Source: an optimization exercise on an open RTL-to-GDS flow (aim: small area). Production flows keep margins and buffers that such runs may drop.
In this exercise RTL edits were held to simulation tests only and were not proved equivalent to the original.
Power is estimated from default activity; no workload was simulated.

==> flow/design.v (excerpt) <==
module icmp_echo_reply_parser (
    input  logic                                i_clk,
    input  logic                                i_rst_n,
    input  logic                                i_valid,
    output logic                                o_ready,
    input  icmp_pkg::t_in                       i_data,
    output logic                                o_valid,
    input  logic                                i_ready,
    output icmp_pkg::t_out                      o_data,
    input  logic                                i_cfg_we,
    input  logic [icmp_pkg::CFG_IDX_W-1:0]      i_cfg_idx,
    input  logic [icmp_pkg::CFG_DATA_W-1:0]     i_cfg_data
);
Size in the first run: about 1,200 cells after synthesis, ~340 flip-flops, about 0.015 mm2 of cells after synthesis.
Settings: LEC_CHECK=0, CAP_MARGIN=20, CORE_MARGIN=2, CORE_UTILIZATION=40, SLEW_MARGIN=20; clock period 10.0 ns.
standard.sh (not shown) runs the stock make flow with config.mk's settings and CLKGATE_MAP_FILE= SYNTH_SCRIPT=/design/flow/synth_recipe.tcl, a recipe that flattens the netlist after the stock synthesis.
==> flow/flow/run.sh <==
#!/bin/bash
# Own flow: the standard layout (standard.sh with the standard flow's synthesis script
# synth_recipe.tcl), with three changes to how the layout is built:
#  - synthesis maps the logic with ABC's area script (ABC_AREA=1), and that
#    script (flow/abc_area.script, used from a copy of ORFS's scripts folder)
#    is an area-oriented one: dch + amap, twice. Registers are mapped before
#    ABC runs, so they are the standard synthesis's registers;
#  - the port buffers that global placement inserts are the smallest buffer,
#    sky130_fd_sc_hd__buf_1, instead of the cell buffer_ports picks itself;
#  - clock tree synthesis uses clkbuf_8 in small sink clusters and inserts no
#    dummy loads.
set -euo pipefail
here=$(pwd)
rm -rf "$here/scripts_abc"
cp -r "$FLOW_HOME/scripts" "$here/scripts_abc"
cp "$here/flow/abc_area.script" "$here/scripts_abc/abc_area.script"
export BUFFER_PORTS_ARGS="-buffer_cell sky130_fd_sc_hd__buf_1"
export CTS_ARGS="-sink_clustering_enable -repair_clock_nets -sink_clustering_size 16 -sink_clustering_max_diameter 60 -buf_list sky130_fd_sc_hd__clkbuf_8 -dont_use_dummy_load"
bash standard.sh SCRIPTS_DIR="$here/scripts_abc" ABC_AREA=1 finish > standard_make.log 2>&1
==> flow/flow/abc_area.script <==
strash
dch
amap
strash
dch
amap
topo
stime -c
Next try:
--- a/flow/flow/run.sh
+++ b/flow/flow/run.sh
@@ -3 +3,2 @@
-# synth_recipe.tcl), with three changes to how the layout is built:
+# synth_recipe.tcl), run from a copy of ORFS's scripts folder with these
+# changes to how the layout is built:
@@ -5,3 +6,5 @@
-#    script (flow/abc_area.script, used from a copy of ORFS's scripts folder)
-#    is an area-oriented one: dch + amap, twice. Registers are mapped before
-#    ABC runs, so they are the standard synthesis's registers;
+#    script (flow/abc_area.script) is an area-oriented one: dch + amap, twice;
+#  - Yosys's extract_fa extracts full adders only (extract_fa -fa): half
+#    adders are left to ABC, which maps them with fewer inverters.
+#    Registers are mapped by dfflibmap as in the standard synthesis, so they
+#    are the standard synthesis's registers (same names and cell types);
@@ -16,0 +20,2 @@
+sed -i 's/extract_fa {\*}\[dont_use_extract_fa_args\]/extract_fa -fa/' "$here/scripts_abc/synth.tcl"
+grep -q 'extract_fa -fa$' "$here/scripts_abc/synth.tcl"
@@ -18 +23 @@
-export CTS_ARGS="-sink_clustering_enable -repair_clock_nets -sink_clustering_size 16 -sink_clustering_max_diameter 60 -buf_list sky130_fd_sc_hd__clkbuf_8 -dont_use_dummy_load"
+export CTS_ARGS="-sink_clustering_enable -repair_clock_nets -sink_clustering_size 18 -sink_clustering_max_diameter 60 -buf_list sky130_fd_sc_hd__clkbuf_8 -dont_use_dummy_load"
--- a/flow/config.mk
+++ b/flow/config.mk
@@ -10 +10 @@
-export CORE_UTILIZATION = 40
+export CORE_UTILIZATION = 55
Outcome:
- The new run ran to the end with no violations
- synthesized cell count is higher by a few percent
- die area went down by a quarter to a third
- clock power is lower by a few percent
- hold slack loses 11 ps
- wire length decreases by a little under a tenth
- global-route usage grows by 5.7 points
- sequential share of layout area goes up by 2.3 points
- fmax increases by about a fifth
- setup slack improves by 900 ps
- design area falls by a few percent


Another version of the RTL of icmp_echo_reply_parser (not shown whole).
Size: ~1400 cells after synthesis, about 190 I/O pins, roughly 14000 um2 of cells after synthesis.
export LEC_CHECK = 0
export CAP_MARGIN = 20
export CORE_MARGIN = 2
export CORE_UTILIZATION = 80
export SLEW_MARGIN = 20
create_clock -name core_clock -period 10.0 [get_ports {i_clk}]
==> flow/flow/run.sh <==
#!/bin/bash
# Own flow: the standard layout (standard.sh with the standard flow's synthesis script
# synth_recipe.tcl), run from a copy of ORFS's scripts folder with these
# changes to how the layout is built:
#  - synthesis maps the logic with ABC's area script (ABC_AREA=1), and that
#    script (flow/abc_area.script) is an area-oriented one: dch + amap, twice;
#  - no adder cells: ADDER_MAP_FILE is empty, so Yosys's extract_fa does not
#    run and ABC maps the adders' logic itself, with fewer inverters.
#    Registers are mapped by dfflibmap as in the standard synthesis, so they
#    are the standard synthesis's registers (same names and cell types);
#  - the port buffers that global placement inserts are the smallest buffer,
#    sky130_fd_sc_hd__buf_1, instead of the cell buffer_ports picks itself;
#  - clock tree synthesis uses clkbuf_8 in small sink clusters and inserts no
#    dummy loads.
set -euo pipefail
here=$(pwd)
rm -rf "$here/scripts_abc"
cp -r "$FLOW_HOME/scripts" "$here/scripts_abc"
cp "$here/flow/abc_area.script" "$here/scripts_abc/abc_area.script"
export BUFFER_PORTS_ARGS="-buffer_cell sky130_fd_sc_hd__buf_1"
export CTS_ARGS="-sink_clustering_enable -repair_clock_nets -sink_clustering_size 18 -sink_clustering_max_diameter 60 -buf_list sky130_fd_sc_hd__clkbuf_8 -dont_use_dummy_load"
bash standard.sh SCRIPTS_DIR="$here/scripts_abc" ABC_AREA=1 ADDER_MAP_FILE= finish > standard_make.log 2>&1
Scripts as last shown in full above: flow/flow/abc_area.script
Next try:
Settings changed: CORE_UTILIZATION 80 to 70.
Effect:
- The changed run went through all stages and came out clean
- worst setup slack improved by 0.78 ns
- design area is about the same
- cell count rises by 2.3%


Another version of the RTL of icmp_echo_reply_parser (not shown whole).
Size in the first run: roughly 1400 cells after synthesis, ~340 flip-flops, roughly 190 I/O pins, roughly 14000 um2 of cells after synthesis.
==> flow/config.mk <==
export PLATFORM = sky130hd
export DESIGN_NAME = icmp_echo_reply_parser
export DESIGN_NICKNAME = icmp_echo_reply_parser
export VERILOG_FILES = /design/flow/design.v
export SDC_FILE = /design/flow/constraint.sdc
export NUM_CORES = 4
export LEC_CHECK = 0
export CAP_MARGIN = 20
export CORE_MARGIN = 2
export CORE_UTILIZATION = 70
export SLEW_MARGIN = 20
==> flow/constraint.sdc <==
create_clock -name core_clock -period 10.0 [get_ports {i_clk}]
set_input_delay 2.0000 -clock core_clock [delete_from_list [all_inputs] [get_ports {i_clk}]]
set_output_delay 2.0000 -clock core_clock [all_outputs]
set_load 0.01 [all_outputs]
Scripts as last shown in full above: flow/flow/run.sh, flow/flow/abc_area.script
==> next run, changes <==
--- a/flow/flow/run.sh
+++ b/flow/flow/run.sh
@@ -7,2 +7,2 @@
-#  - no adder cells: ADDER_MAP_FILE is empty, so Yosys's extract_fa does not
-#    run and ABC maps the adders' logic itself, with fewer inverters.
+#  - Yosys's extract_fa extracts full adders only (extract_fa -fa): half
+#    adders are left to ABC, which maps them with fewer inverters.
@@ -19,0 +20,2 @@
+sed -i 's/extract_fa {\*}\[dont_use_extract_fa_args\]/extract_fa -fa/' "$here/scripts_abc/synth.tcl"
+grep -q 'extract_fa -fa$' "$here/scripts_abc/synth.tcl"
@@ -22 +24 @@
-bash standard.sh SCRIPTS_DIR="$here/scripts_abc" ABC_AREA=1 ADDER_MAP_FILE= finish > standard_make.log 2>&1
+bash standard.sh SCRIPTS_DIR="$here/scripts_abc" ABC_AREA=1 finish > standard_make.log 2>&1
--- a/flow/config.mk
+++ b/flow/config.mk
@@ -10 +10 @@
-export CORE_UTILIZATION = 70
+export CORE_UTILIZATION = 55
Effect: Worst setup slack is better by 0.10 ns. Synthesized area came out higher by 0.58%. Maximum frequency is higher by 1.3%. Count of clock-buffer cells in the layout is higher by 1.
==> next run, changes <==
--- a/flow/config.mk
+++ b/flow/config.mk
@@ -10 +10 @@
-export CORE_UTILIZATION = 55
+export CORE_UTILIZATION = 70
Outcome: Register-to-register slack degrades by 0.02 ns; total power came out lower by 1.8%; routed wire length drops by 1.7%; first-iteration DRC count went down by 4.8%; synthesized area does not change; cell area came out lower by 0.85%; non-clock buffer count is unchanged.
==> next run, changes <==
--- a/flow/flow/run.sh
+++ b/flow/flow/run.sh
@@ -23 +23 @@
-export CTS_ARGS="-sink_clustering_enable -repair_clock_nets -sink_clustering_size 18 -sink_clustering_max_diameter 60 -buf_list sky130_fd_sc_hd__clkbuf_8 -dont_use_dummy_load"
+export CTS_ARGS="-sink_clustering_enable -repair_clock_nets -sink_clustering_size 20 -sink_clustering_max_diameter 55 -buf_list sky130_fd_sc_hd__clkbuf_8 -dont_use_dummy_load"
--- a/flow/config.mk
+++ b/flow/config.mk
@@ -10 +10 @@
-export CORE_UTILIZATION = 70
+export CORE_UTILIZATION = 55
The changed run completed with no timing, DRC or antenna violations.
Synthesized cell count stays the same.
Critical path depth drops by 1.
Sequential share of layout area came out lower by 0.58 points.
First-iteration DRC count falls by 5.1%.
Setup slack is better by 0.077 ns.
Register-to-register slack is better by 0.11 ns.
Wire length went up by 2.0%.


Setup of run 1:
icmp_echo_reply_parser with an RTL version that a note above also has.
Size: ~1200 cells after synthesis, ~190 I/O pins, ~0.015 sq mm of cells after synthesis.
export LEC_CHECK = 0
export CAP_MARGIN = 20
export CORE_MARGIN = 2
export CORE_UTILIZATION = 65
export SLEW_MARGIN = 20
create_clock -name core_clock -period 10.0 [get_ports {i_clk}]
==> flow/flow/run.sh <==
#!/bin/bash
# Own flow: the standard layout (standard.sh with the standard flow's synthesis script
# synth_recipe.tcl), run from a copy of ORFS's scripts folder with these
# changes to how the layout is built:
#  - synthesis maps the logic with ABC's area script (ABC_AREA=1), and that
#    script (flow/abc_area.script) is an area-oriented one: dch + amap, twice;
#  - Yosys's extract_fa extracts full adders only (extract_fa -fa): half
#    adders are left to ABC, which maps them with fewer inverters.
#    Registers are mapped by dfflibmap as in the standard synthesis, so they
#    are the standard synthesis's registers (same names and cell types);
#  - the port buffers that global placement inserts are the smallest buffer,
#    sky130_fd_sc_hd__buf_1, instead of the cell buffer_ports picks itself;
#  - clock tree synthesis uses clkbuf_8 in small sink clusters and inserts no
#    dummy loads.
set -euo pipefail
here=$(pwd)
rm -rf "$here/scripts_abc"
cp -r "$FLOW_HOME/scripts" "$here/scripts_abc"
cp "$here/flow/abc_area.script" "$here/scripts_abc/abc_area.script"
sed -i 's/extract_fa {\*}\[dont_use_extract_fa_args\]/extract_fa -fa/' "$here/scripts_abc/synth.tcl"
grep -q 'extract_fa -fa$' "$here/scripts_abc/synth.tcl"
export BUFFER_PORTS_ARGS="-buffer_cell sky130_fd_sc_hd__buf_1"
export CTS_ARGS="-sink_clustering_enable -repair_clock_nets -sink_clustering_size 10 -sink_clustering_max_diameter 40 -buf_list {sky130_fd_sc_hd__clkbuf_4 sky130_fd_sc_hd__clkbuf_8} -dont_use_dummy_load"
bash standard.sh SCRIPTS_DIR="$here/scripts_abc" ABC_AREA=1 finish > standard_make.log 2>&1
Scripts as last shown in full above: flow/flow/abc_area.script
Inputs modified between run 1 and run 2:
==> flow/flow/run.sh <==
#!/bin/bash
# Own flow: the standard layout (standard.sh with the standard flow's synthesis script
# synth_recipe.tcl), with three changes to how the layout is built:
#  - synthesis maps the logic with ABC's area script (ABC_AREA=1), and that
#    script (flow/abc_area.script, used from a copy of ORFS's scripts folder)
#    is an area-oriented one: dch + amap, twice. Registers are mapped before
#    ABC runs, so they are the standard synthesis's registers;
#  - the port buffers that global placement inserts are the smallest buffer,
#    sky130_fd_sc_hd__buf_1, instead of the cell buffer_ports picks itself;
#  - clock tree synthesis uses clkbuf_8 in small sink clusters and inserts no
#    dummy loads.
set -euo pipefail
here=$(pwd)
rm -rf "$here/scripts_abc"
cp -r "$FLOW_HOME/scripts" "$here/scripts_abc"
cp "$here/flow/abc_area.script" "$here/scripts_abc/abc_area.script"
export BUFFER_PORTS_ARGS="-buffer_cell sky130_fd_sc_hd__buf_1"
export CTS_ARGS="-sink_clustering_enable -repair_clock_nets -sink_clustering_size 18 -sink_clustering_max_diameter 50 -buf_list sky130_fd_sc_hd__clkbuf_8 -dont_use_dummy_load"
bash standard.sh SCRIPTS_DIR="$here/scripts_abc" ABC_AREA=1 finish > standard_make.log 2>&1
### Flow results
Run 2: flow completed, timing, DRC and antenna clean
For run 2, the end point of the critical path was q_rtt_s[31], unlike run 1, where it was h_ds[11].
Of run 1 and run 2, the run reporting the higher number of global-route vias before repair was run 1.
[diff] achievable clock frequency, run 2 relative to run 1: regression
The setup slack of run 2 is smaller than that of run 1.
Of the two values seen for slowest library cell on the worst path, edfxtp_1 was produced by run 2 and fa_1 by run 1.
Post-detailed-route via-to-cell ratio (run 2 vs. run 1) decreases slightly
Category of the most critical setup path = flip-flop to flip-flop: run 2; category of the most critical setup path = input pin to flip-flop: run 1
Relative to run 1, run 2 improves overall power after layout.
#### Input delta (run 3 over run 2)
# run 2
export LEC_CHECK = 0
export CAP_MARGIN = 20
export CORE_MARGIN = 2
export CORE_UTILIZATION = 65
export SLEW_MARGIN = 20
create_clock -name core_clock -period 10.0 [get_ports {i_clk}]
# run 3
export LEC_CHECK = 0
export CAP_MARGIN = 20
export CORE_MARGIN = 2
export CORE_UTILIZATION = 40
export SLEW_MARGIN = 20
create_clock -name core_clock -period 10.0 [get_ports {i_clk}]
==> flow/flow/run.sh <==
#!/bin/bash
# Own flow: the standard layout (standard.sh with the standard flow's synthesis script
# synth_recipe.tcl), run from a copy of ORFS's scripts folder with these
# changes to how the layout is built:
#  - synthesis maps the logic with ABC's area script (ABC_AREA=1), and that
#    script (flow/abc_area.script) is an area-oriented one: dch + amap, twice;
#  - Yosys's extract_fa extracts full adders only (extract_fa -fa): half
#    adders are left to ABC, which maps them with fewer inverters.
#    Registers are mapped by dfflibmap as in the standard synthesis, so they
#    are the standard synthesis's registers (same names and cell types);
#  - the port buffers that global placement inserts are the smallest buffer,
#    sky130_fd_sc_hd__buf_1, instead of the cell buffer_ports picks itself;
#  - clock tree synthesis uses clkbuf_8 in small sink clusters and inserts no
#    dummy loads.
set -euo pipefail
here=$(pwd)
rm -rf "$here/scripts_abc"
cp -r "$FLOW_HOME/scripts" "$here/scripts_abc"
cp "$here/flow/abc_area.script" "$here/scripts_abc/abc_area.script"
sed -i 's/extract_fa {\*}\[dont_use_extract_fa_args\]/extract_fa -fa/' "$here/scripts_abc/synth.tcl"
grep -q 'extract_fa -fa$' "$here/scripts_abc/synth.tcl"
export BUFFER_PORTS_ARGS="-buffer_cell sky130_fd_sc_hd__buf_1"
export CTS_ARGS="-sink_clustering_enable -repair_clock_nets -sink_clustering_size 16 -sink_clustering_max_diameter 60 -buf_list sky130_fd_sc_hd__clkbuf_8 -dont_use_dummy_load"
bash standard.sh SCRIPTS_DIR="$here/scripts_abc" ABC_AREA=1 finish > standard_make.log 2>&1
Run comparison: run 3 combinational family with the most area after synthesis compound AO/OA/AOI/OAI gates; run 2 combinational family with the most area after synthesis adder cells
Run 3 reports a higher routed metal-1 wirelength than run 2 does.
Run 2 → run 3: multi-input gate share of total cell area now sits lower; utilization of the core after routing dropped 29 points; worst-case setup margin in the final layout now sits higher.
Run 2 has completed all stages; timing, DRC and antenna checks passed.
Run 3 finished end to end and its layout was clean on timing, DRC and antenna.
Setup changes, run 3 to run 4
# run 3
export LEC_CHECK = 0
export CAP_MARGIN = 20
export CORE_MARGIN = 2
export CORE_UTILIZATION = 40
export SLEW_MARGIN = 20
create_clock -name core_clock -period 10.0 [get_ports {i_clk}]
# run 4
export LEC_CHECK = 0
export CAP_MARGIN = 20
export CORE_MARGIN = 2
export CORE_UTILIZATION = 65
export SLEW_MARGIN = 20
create_clock -name core_clock -period 10.0 [get_ports {i_clk}]
==> flow/flow/run.sh <==
#!/bin/bash
# Own flow: the standard layout (standard.sh, unchanged synthesis) with
# two changes to how the layout is built:
#  - the port buffers that global placement inserts are the smallest buffer,
#    sky130_fd_sc_hd__buf_1, instead of the cell buffer_ports picks itself;
#  - clock tree synthesis uses clkbuf_8 in small sink clusters and inserts no
#    dummy loads.
set -euo pipefail
export BUFFER_PORTS_ARGS="-buffer_cell sky130_fd_sc_hd__buf_1"
export CTS_ARGS="-sink_clustering_enable -repair_clock_nets -sink_clustering_size 20 -sink_clustering_max_diameter 60 -buf_list sky130_fd_sc_hd__clkbuf_8 -dont_use_dummy_load"
bash standard.sh > standard_make.log 2>&1
removed: flow/flow/abc_area.script
Results
- h_ds[11] as the critical path endpoint was reported by run 3, and q_rtt_s[31] by run 4.
- Delta (run 4 minus run 3): post-detailed-route DRC marker count about even, inverter count of the layout excluding clock inverters fell about 20%, number of non-clock buffers fell 3, met2 capacity usage during global routing rose 8.8 points.
- Looking at final cycle utilization of the critical path, run 4 sits above run 3.
- Diff run 3 -> run 4: post-route worst setup slack went down by 760 ps, detailed route wirelength on metal3 went down.
- Per the final summary, run 4 finished and its layout is clean on timing, DRC and antenna.

[re-timing with driven ports]
The flow's constraints put no driver on any port. The routed layouts listed below were extracted and timed again, unchanged, in two steps.
Step 1, drivers: a clkbuf_16 drives i_clk and a buf_2 each remaining input, both assumed.
Step 2, shift: input delay + t, output delay - t, t = (earliest + latest rising clock arrival at the registers) / 2. This alone moves slack from input paths to output paths.
Three values: no drivers, after step 1, after step 2; two values: the first two.
run	t, ns	setup WS [ns]	worst data-port slew with drivers (ns)
the first run of note 1	0.637	2.914 / 2.914 / 2.775	0.08
the second run of note 1	0.616	3.815 / 3.839 / 3.223	0.07
the first run of note 2	0.604	0.802 / 0.802 / 0.290	0.07
the second run of note 2	0.591	1.583 / 1.601 / 1.010	0.06
the first run of note 3	0.605	2.484 / 2.484 / 2.484	0.07
the second run of note 3	0.605	2.584 / 2.607 / 2.001	0.08
the third run of note 3	0.591	2.518 / 2.540 / 1.948	0.07
the fourth run of note 3	0.617	2.595 / 2.620 / 2.002	0.07
run 1	0.582	3.753 / 3.773 / 3.191	0.08
run 2	0.563	2.840 / 2.840 / 2.840	0.04
run 3	0.615	3.731 / 3.754 / 3.139	0.06
run 4	0.595	2.973 / 2.973 / 2.973	0.07
After both steps setup and hold are still met in every run listed. The setup slack of the fourth run of note 3, which loses most, moves by +0.025 ns with the drivers and by -0.593 ns with both steps.
